Context: an optimization exercise on an open-source flow, tuned for small area and few clock cycles. The choices shown serve that exercise and are no tape-out recipe. Function was checked by simulation only, so behaviour that the tests miss may differ from the original. Power is estimated from default activity; no workload was simulated.

[design/flow/config.mk]
export PLATFORM = sky130hd
export DESIGN_NAME = multi_color_centroid_tracker
export DESIGN_NICKNAME = multi_color_centroid_tracker
export VERILOG_FILES = /design/flow/design.v
export SDC_FILE = /design/flow/constraint.sdc
export NUM_CORES = 4
export LEC_CHECK = 0
export CAP_MARGIN = 20
export CORE_MARGIN = 2
export CORE_UTILIZATION = 40
export SLEW_MARGIN = 20
[design/flow/constraint.sdc]
create_clock -name core_clock -period 8.0 [get_ports {iCLK}]
set_input_delay 1.6000 -clock core_clock [delete_from_list [all_inputs] [get_ports {iCLK}]]
set_output_delay 1.6000 -clock core_clock [all_outputs]
set_load 0.01 [all_outputs]
[design/flow/design.v]
module multi_color_centroid_tracker #(
  parameter int NUM_COLORS = 2,
  parameter int DATA_W     = 12,
  parameter int COORD_W    = 16,
  parameter int CNT_W      = 24,
  parameter int SUM_W      = 40,
  parameter int MIN_PIXELS = 64,
  localparam int SEL_W     = (NUM_COLORS > 1) ? $clog2(NUM_COLORS) : 1,
  localparam int C_W       = DATA_W / 3
) (
  input  logic                          iCLK,
  input  logic                          iRST,
  input  logic                          iEN,
  input  logic                          iFVAL,
  input  logic                          iDATA_VAL,
  input  logic [DATA_W-1:0]             iDATA,
  input  logic [COORD_W-1:0]            iX_Cont,
  input  logic [COORD_W-1:0]            iY_Cont,
  input  logic                          iCFG_WE,
  input  logic [SEL_W-1:0]              iCFG_SEL,
  input  logic [DATA_W-1:0]             iCFG_MEAN,
  input  logic [C_W-1:0]                iCFG_THRESH,
  output logic [NUM_COLORS-1:0]         oOBJ_VAL,
  output logic [NUM_COLORS*COORD_W-1:0] oX_POS,
  output logic [NUM_COLORS*COORD_W-1:0] oY_POS,
  output logic                          oDONE,
  output logic                          oBUSY,
  output logic                          oOVERRUN
);
  localparam int               RHI_W   = SUM_W - COORD_W;      
  localparam int               LO0_W   = COORD_W / 2;          
  localparam int               LO1_W   = COORD_W - LO0_W;      
  localparam int               CLO_W   = 8;                    
  localparam int               STEPS   = 2 * COORD_W;          
  localparam int               STEP_W  = $clog2(STEPS);
  localparam logic [CNT_W-1:0] MIN_CNT = CNT_W'(MIN_PIXELS);
  function automatic logic color_match(input logic [DATA_W-1:0] pix,
                                       input logic [DATA_W-1:0] mean,
                                       input logic [C_W-1:0]    thr);
    logic         ok;
    logic [C_W:0] diff;
    logic [C_W-1:0] mag;
    ok = 1'b1;
    for (int c = 0; c < 3; c++) begin
      diff = {1'b0, pix[c*C_W +: C_W]} - {1'b0, mean[c*C_W +: C_W]};
      mag  = diff[C_W] ? -diff[C_W-1:0] : diff[C_W-1:0];
      if (mag > thr) ok = 1'b0;
    end
    color_match = ok;
  endfunction
  logic fval_q, fall_q;
  logic [NUM_COLORS-1:0][DATA_W-1:0] stg_mean_q, act_mean_q, stg_mean_d;
  logic [NUM_COLORS-1:0][C_W-1:0]    stg_thr_q, act_thr_q, stg_thr_d;
  always_comb begin
    for (int k = 0; k < NUM_COLORS; k++) begin
      if (iRST) begin
        stg_mean_d[k] = '0;
        stg_thr_d[k]  = '0;
      end else if (iCFG_WE && (int'(iCFG_SEL) == k)) begin
        stg_mean_d[k] = iCFG_MEAN;
        stg_thr_d[k]  = iCFG_THRESH;
      end else begin
        stg_mean_d[k] = stg_mean_q[k];
        stg_thr_d[k]  = stg_thr_q[k];
      end
    end
  end
  always_ff @(posedge iCLK) begin
    stg_mean_q <= stg_mean_d;
    stg_thr_q  <= stg_thr_d;
    if (!iFVAL || iRST) begin
      act_mean_q <= stg_mean_d;
      act_thr_q  <= stg_thr_d;
    end
  end
  logic [NUM_COLORS-1:0]            match, add_en;
  logic [NUM_COLORS-1:0][SUM_W-1:0] acc_x_q, acc_y_q;
  logic [NUM_COLORS-1:0][CNT_W-1:0] acc_cnt_q;
  logic [NUM_COLORS-1:0]            acc_ovf_q;
  logic [NUM_COLORS-1:0]            cx0_q, cx1_q, cy0_q, cy1_q, cc_q;
  logic [NUM_COLORS-1:0][RHI_W-1:0] hi_x, hi_y;
  always_comb begin
    for (int k = 0; k < NUM_COLORS; k++) begin
      match[k]  = iEN & iFVAL & iDATA_VAL &
                  color_match(iDATA,
                              act_mean_q[k], act_thr_q[k]);
      add_en[k] = match[k] & ~(fval_q & (acc_ovf_q[k] | (&acc_cnt_q[k])));
    end
  end
  logic [NUM_COLORS-1:0][COORD_W-1:0] lo_x, lo_y;
  logic [NUM_COLORS-1:0]              cx0, cx1, cy0, cy1;
  logic [NUM_COLORS-1:0][CNT_W-1:0]   cnt_nx;
  logic [NUM_COLORS-1:0]              cc;
  for (genvar k = 0; k < NUM_COLORS; k++) begin : g_acc
    logic [COORD_W-1:0] ax, bx, ay, by;
    logic [COORD_W:0]   kx, ky;
    logic [RHI_W:0]     hx, hy;
    logic [CNT_W-1:0]   ac;
    logic [CNT_W:0]     kc;
    assign ax = fval_q ? acc_x_q[k][COORD_W-1:0] : '0;
    assign ay = fval_q ? acc_y_q[k][COORD_W-1:0] : '0;
    assign bx = add_en[k] ? iX_Cont : '0;
    assign by = add_en[k] ? iY_Cont : '0;
    for (genvar i = 0; i <= COORD_W; i++) begin : g_cin
      if (i == 0) begin : g_c0
        assign kx[i] = 1'b0;
        assign ky[i] = 1'b0;
      end else if (i == LO0_W) begin : g_c1
        assign kx[i] = fval_q & cx0_q[k];
        assign ky[i] = fval_q & cy0_q[k];
      end else begin : g_cn
        assign kx[i] = (ax[i-1] & bx[i-1]) | ((ax[i-1] ^ bx[i-1]) & kx[i-1]);
        assign ky[i] = (ay[i-1] & by[i-1]) | ((ay[i-1] ^ by[i-1]) & ky[i-1]);
      end
    end
    for (genvar i = 0; i < COORD_W; i++) begin : g_lo
      assign lo_x[k][i] = ax[i] ^ bx[i] ^ kx[i];
      assign lo_y[k][i] = ay[i] ^ by[i] ^ ky[i];
    end
    assign cx0[k] = (ax[LO0_W-1] & bx[LO0_W-1]) | ((ax[LO0_W-1] ^ bx[LO0_W-1]) & kx[LO0_W-1]);
    assign cy0[k] = (ay[LO0_W-1] & by[LO0_W-1]) | ((ay[LO0_W-1] ^ by[LO0_W-1]) & ky[LO0_W-1]);
    assign cx1[k] = kx[COORD_W];
    assign cy1[k] = ky[COORD_W];
    assign hx[0] = cx1_q[k];
    assign hy[0] = cy1_q[k];
    for (genvar i = 0; i < RHI_W; i++) begin : g_hi
      assign hi_x[k][i] = acc_x_q[k][COORD_W + i] ^ hx[i];
      assign hx[i + 1]  = acc_x_q[k][COORD_W + i] & hx[i];
      assign hi_y[k][i] = acc_y_q[k][COORD_W + i] ^ hy[i];
      assign hy[i + 1]  = acc_y_q[k][COORD_W + i] & hy[i];
    end
    assign ac = fval_q ? acc_cnt_q[k] : '0;
    for (genvar i = 0; i <= CNT_W; i++) begin : g_cc
      if (i == 0) begin : g_c0
        assign kc[i] = add_en[k];
      end else if (i == CLO_W) begin : g_c1
        assign kc[i] = fval_q & cc_q[k];
      end else begin : g_cn
        assign kc[i] = ac[i-1] & kc[i-1];
      end
    end
    for (genvar i = 0; i < CNT_W; i++) begin : g_cnt
      assign cnt_nx[k][i] = ac[i] ^ kc[i];
    end
    assign cc[k] = ac[CLO_W-1] & kc[CLO_W-1];
  end
  always_ff @(posedge iCLK) begin
    for (int k = 0; k < NUM_COLORS; k++) begin
      acc_ovf_q[k] <= fval_q & (acc_ovf_q[k] | (match[k] & (&acc_cnt_q[k])));
      acc_cnt_q[k] <= cnt_nx[k];
      cc_q[k]      <= cc[k];
      cx0_q[k]     <= cx0[k];
      cy0_q[k]     <= cy0[k];
      cx1_q[k]     <= cx1[k];
      cy1_q[k]     <= cy1[k];
      acc_x_q[k]   <= {fval_q ? hi_x[k] : RHI_W'(0), lo_x[k]};
      acc_y_q[k]   <= {fval_q ? hi_y[k] : RHI_W'(0), lo_y[k]};
    end
  end
  logic              run_q, done_q, busy, cap;
  logic [STEP_W-1:0] step_q;
  logic [NUM_COLORS-1:0] out_v_q, acc_valid;
  assign busy = run_q | done_q;
  assign cap  = fall_q & ~busy;
  always_comb begin
    for (int k = 0; k < NUM_COLORS; k++)
      acc_valid[k] = (acc_cnt_q[k] >= MIN_CNT) && !acc_ovf_q[k];
  end
  always_ff @(posedge iCLK) begin
    if (iRST) begin
      fval_q  <= 1'b0;
      fall_q  <= 1'b0;
      run_q   <= 1'b0;
      done_q  <= 1'b0;
      out_v_q <= '0;
    end else begin
      fval_q <= iFVAL;
      fall_q <= fval_q & ~iFVAL;
      done_q <= 1'b0;
      if (cap) begin
        run_q   <= |acc_valid;
        done_q  <= ~|acc_valid;
        out_v_q <= acc_valid;
      end else if (run_q && (&step_q)) begin
        run_q  <= 1'b0;
        done_q <= 1'b1;
      end
    end
  end
  always_ff @(posedge iCLK) begin
    if (cap) step_q <= '0;
    else     step_q <= step_q + 1'b1;
  end
  logic [NUM_COLORS-1:0][SUM_W-1:0] dx_q, dy_q, step_res;
  logic [NUM_COLORS-1:0][CNT_W-1:0] dc_q;
  localparam int DLO_W = 14;
  for (genvar k = 0; k < NUM_COLORS; k++) begin : g_div
    logic [CNT_W:0]       rem_sh, diff, sub_b;
    logic [DLO_W:0]       sc;
    logic [CNT_W-DLO_W+1:0] hi;
    assign rem_sh = dx_q[k][SUM_W-1:COORD_W-1];
    assign sub_b  = {1'b1, ~dc_q[k]};
    assign sc[0]  = 1'b1;
    for (genvar i = 0; i < DLO_W; i++) begin : g_bit
      assign diff[i]   = rem_sh[i] ^ sub_b[i] ^ sc[i];
      assign sc[i + 1] = (rem_sh[i] & sub_b[i]) | ((rem_sh[i] ^ sub_b[i]) & sc[i]);
    end
    assign hi = {1'b0, rem_sh[CNT_W:DLO_W]} + {1'b0, sub_b[CNT_W:DLO_W]} + (CNT_W-DLO_W+2)'(sc[DLO_W]);
    assign diff[CNT_W:DLO_W] = hi[CNT_W-DLO_W:0];
    assign step_res[k] = {hi[CNT_W-DLO_W+1] ? diff[CNT_W-1:0] : rem_sh[CNT_W-1:0],
                          dx_q[k][COORD_W-2:0], hi[CNT_W-DLO_W+1]};
  end
  always_ff @(posedge iCLK) begin
    for (int k = 0; k < NUM_COLORS; k++) begin
      if (cap) begin
        dx_q[k] <= {hi_x[k], acc_x_q[k][COORD_W-1:0]};
        dy_q[k] <= {hi_y[k], acc_y_q[k][COORD_W-1:0]};
        dc_q[k] <= acc_cnt_q[k];
      end else begin
        dx_q[k][SUM_W-1:COORD_W] <= dy_q[k][SUM_W-1:COORD_W];
        dy_q[k][SUM_W-1:COORD_W] <= step_res[k][SUM_W-1:COORD_W];
        if (run_q) begin
          dx_q[k][COORD_W-1:0] <= dy_q[k][COORD_W-1:0];
          dy_q[k][COORD_W-1:0] <= step_res[k][COORD_W-1:0];
        end
      end
    end
  end
  always_comb begin
    oBUSY    = busy;
    oDONE    = done_q;
    oOVERRUN = fall_q & busy;
    for (int k = 0; k < NUM_COLORS; k++) begin
      oOBJ_VAL[k]                  = out_v_q[k] & ~run_q;
      oX_POS[k*COORD_W +: COORD_W] = (out_v_q[k] & ~run_q) ? dx_q[k][COORD_W-1:0] : '0;
      oY_POS[k*COORD_W +: COORD_W] = (out_v_q[k] & ~run_q) ? dy_q[k][COORD_W-1:0] : '0;
    end
  end
endmodule
[design/flow/flow/run.sh]
#!/bin/bash
# Standard layout with buf_1 port buffers and a clock tree of clkbuf_8 leaf buffers
# (clusters of at most 16 sinks within 60 um) and no dummy loads.
set -euo pipefail
export BUFFER_PORTS_ARGS="-buffer_cell sky130_fd_sc_hd__buf_1"
export CTS_ARGS="-sink_clustering_enable -repair_clock_nets -dont_use_dummy_load -sink_clustering_size 18 -sink_clustering_max_diameter 55 -buf_list \"sky130_fd_sc_hd__clkbuf_8 sky130_fd_sc_hd__clkbuf_16\" -sink_clustering_buffer sky130_fd_sc_hd__clkbuf_8"
bash standard.sh > standard.log 2>&1
[design/flow/standard.sh]
#!/bin/bash
# synth_recipe.tcl (not shown) runs the flow's synth.tcl, then flattens the netlist and writes it again
# the make line also repeats each setting of config.mk as NAME=value (left out here)
make -C /OpenROAD-flow-scripts/flow DESIGN_CONFIG=/design/flow/config.mk WORK_HOME=/design/flow/orfs CLKGATE_MAP_FILE= SYNTH_SCRIPT=/design/flow/synth_recipe.tcl "${@:-finish}"
==> reports/results.ini <==
[outcome]
outcome = complete, no violations

[synthesis]
ys_ff_latch = 503
synth.yosys.seq_area_share_pct = 49.48
synth_common_cells = 605 x nand2_1, 359 x dfxtp_1, 219 x and2_1, 218 x ha_1, 171 x inv_1
async_flop_share_pct = 0
netlist.area_leader.share_pct = 30.89
synthFlopType = dfxtp_1
syn_inst = 2295
synth_area_mm2 = 0.02327
synth_nets = 2676
synth_edf_count = 144
avgSynthCellArea_um2 = 10.14
yosys.area.top_type = dfxtp_1
synthTopCellsByArea = dfxtp_1 31%, edfxtp_1 19%, ha_1 12%
synth.most_common_cell = nand2_1
ys_types = 47
yosysWarnings = 1

[pwr]
ir_drop_uv = 152.5
switchingPower_mw = 1.801
p_clk_share_pct = 22.4
static-leakage-power_nw = 11.19
cellPowerDensity_mw_per_mm2 = 235.3
swShare_pct = 30.49
pwr-share-comb_pct = 25.3
p_int_mw = 4.106
pwr-share-seq_pct = 52.3

[timing]
hold_viol = 0
grt_setup_unrepaired = false
setup_violations = 0
fin_ws_ns = 0.5016
finalCriticalPeriod_ns = 7.498
maxSlewHeadroom_pct = 36.19
timing.fmax_ghz = 0.1334
tightestPinTransition_ns = 0.9528
slew_violations = 0
skew_ns = 0.06651
tns_ns = 0
min_period_over_period_pct = 93.73

[die]
io_pins = 136
dieArea_mm2 = 0.06011
rows = 88
dieWidth_um = 245.2
core_mm2 = 0.05759
start_util_pct = 40.40
die_h_um = 245.2

[cts]
cts_root_buf = clkbuf_16
cts.sinks = 503
cts_resized = 0
htree_levels = 2
cts.path.max_buffers = 3
numCtsBuffers = 41
clk_latency_ns = 0.57
cts_hold_buf = 0
cts_tree = built
post-cts-setup-buffers = 0
clkTransAtPathRegs_ns = 0.11

[placement]
pre_cts_ws_ns = -0.02748
gp_congestion = 0.8380
post-dp-hpwl_um = 34150
io_buffers = 135

[job]
cap_violations = 0

[drt]
wire_per_inst_um = 14.82
drc = 0
antenna_left = 0
drt_wl_total_um = 46850
firstDrtPassIters = 5
drt_iter0_markers = 655
vias = 15089
vias_per_cell = 4.775

[grt]
antenna_found_initial = 0
grt_max_degree = 110
grt_pass1_wl_um = 77690
globalRouteTotalUtil_pct = 15.92
grt_overflow = 0
grt_pass1_vias = 15332

[min_path]
min_path_type = reg -> reg
min_path_cells = 2

[setup_path]
start_kind = flip-flop
crit_arrival_ns = 7.90
worst_setup_path_end_kind = flip-flop
reg2reg_depth = 24
crit_type = reg -> reg
critPathRequiredTime_ns = 8.40
critPathMaxFanout = 38

[final_layout]
layout-drive-gt1-share_pct = 3.466
syn_to_final_growth_pct = 7.884
final_nets = 2778
num_antenna_cells = 0

-- critical path: stages (launching register included) --
cell      delay (ns)
edfxtp_1        0.39
inv_1           0.05
ha_1            0.20
fa_1            0.39
fa_1            0.40
fa_1            0.41
fa_1            0.41
fa_1            0.40
fa_1            0.40
fa_1            0.39
fa_1            0.40
fa_1            0.40
fa_1            0.41
fa_1            0.40
fa_1            0.40
fa_1            0.38
inv_1           0.07
fa_1            0.22
a211oi_1        0.15
o21ai_2         0.25
a311o_1         0.20
buf_4           0.33
nand2_1         0.09
o21ai_1         0.10
o21ai_1         0.07
-- placed cells by master (no fill, tap or decap), types with 3 or more instances in the layout --
master and count:
a21o_1 23, nor2b_1 9, nor2_1 41, inv_1 168
nor2b_2 3, mux2_2 6, buf_4 16, edfxtp_1 144
clkbuf_8 36, and3_1 5, dfxtp_1 358, o211ai_1 7
xor2_1 7, buf_1 134, xnor2_1 35, clkbuf_16 5
and2_1 219, a211oi_1 3, ha_1 218, o21ai_2 4
a311o_1 3, nand2_1 604, nand4_1 19, a21oi_1 92
nand3_1 8, a31oi_1 6, o21ai_1 44, o21ai_0 27
fa_1 96, nor4_1 10, o21a_1 7, nor3_1 4
or4_1 3
-- cell type report --
cell class	instances	area (um^2)
Fill cell	5579	32480
Timing Repair Buffer	151	628.1
Clock buffer	41	620.6
Multi-Input combinational cell	1529	10730
Inverter	171	649.4
Tap cell	765	957.2
Sequential cell	503	11510
-- power by group through the flow --
| stage | Combinational [mW] | Sequential (mW) | Clock (mW) |
|---|---|---|---|
| 2_1_floorplan | 1.23 | 3.10 | 0 |
| 3_3_place_gp | 1.44 | 3.15 | 0 |
| 3_5_place_dp | 1.50 | 3.15 | 0 |
| 4_1_cts | 1.51 | 3.09 | 1.38 |
| 5_1_grt | 1.74 | 3.13 | 1.47 |
| 6_report | 1.49 | 3.09 | 1.32 |
-- path summary, 6_finish.rpt --
| check | startpoint | end | slack (ns) |
|---|---|---|---|
| worst max-delay path | dx_q[15]$_DFFE_PP_ | dy_q[16]$_DFF_P_ | 0.50 |
| worst min-delay path | dy_q[31]$_DFF_P_ | dx_q[31]$_DFF_P_ | 0.39 |
| worst max register to register | dx_q[15]$_DFFE_PP_ | dy_q[16]$_DFF_P_ | 0.50 |
| worst min register to register | dy_q[31]$_DFF_P_ | dx_q[31]$_DFF_P_ | 0.39 |
-- cell families after synthesis --
kind of cell	Yosys count	synth area share, %
XOR/XNOR	42	1.581
buffers and inverters	263	4.507
multiplexers	6	0.2904
AO/OA/AOI/OAI	229	5.873
flip-flops	503	49.48
adder cells (fa/ha/maj)	314	19.98
AND/OR/NAND/NOR	938	18.29
-- per-stage QoR --
step	total power, mW	utilization [%]	instances	hold WS, ns	cell area, um^2
floorplan	4.336	-	2295	0.3989	23270
global placement	4.584	42.51	3119	0.4040	24480
detailed placement	4.653	42.51	3119	0.4081	24480
CTS	5.986	43.59	3160	0.3955	25100
global route	6.336	43.59	3160	0.4126	25100
finish	5.907	43.59	3160	0.3938	25100
-- flip-flops by register name, summed over array words and instances, names as in the netlist, 2 cells and up --
name	flops
dx_q	80
stg_mean_q	24
cx1_q	2
acc_ovf_q	2
stg_thr_q	8
cx0_q	2
acc_y_q	80
act_mean_q	24
acc_x_q	80
cc_q	2
act_thr_q	8
dc_q	48
dy_q	80
cy0_q	2
acc_cnt_q	48
out_v_q	2
cy1_q	2
step_q	5
-- metal layers --
metal	vias up	wire [um]	global-route usage (%)	share of wire, %
met3	70	1806	2.843	3.9
met1	7228	22420	21.81	48
met5	-	0	0	0
li1	7591	-	-	-
met2	200	21460	25.76	46
met4	0	1154	4.501	2.5
Testbench counts, summed over its fixed seeds: cycles 126,318.

-- static timing again, ports no longer ideal --
In the flow no input, the clock included, has a driving cell. The finished layout below was timed again as built, in two steps. Step 1 sets driving cells, clkbuf_16 on the clock port and buf_2 on the other inputs (assumed; they add their load-dependent delay and slew). Step 2 adds t to the input delays and takes it off the output delays; t is the mean of the earliest and latest rising clock arrival at the registers after step 1. Input paths then give back, and output paths get back, about the clock's delay inside the block. a / b / c = ideal / step 1 / step 2; a / b = the first two.
shift t [ns]: 0.597
setup slack, ns: 0.502 / 0.502 / 0.017
hold slack, ns: 0.394 / 0.394 / 0.394
clock arrival spread, ns: 0.067 / 0.067
cell pins on the clock port's net: 1
After both steps setup and hold are still met in this run. For this run, drivers alone change the setup slack by 0.000 ns; drivers and shift together by -0.485 ns.
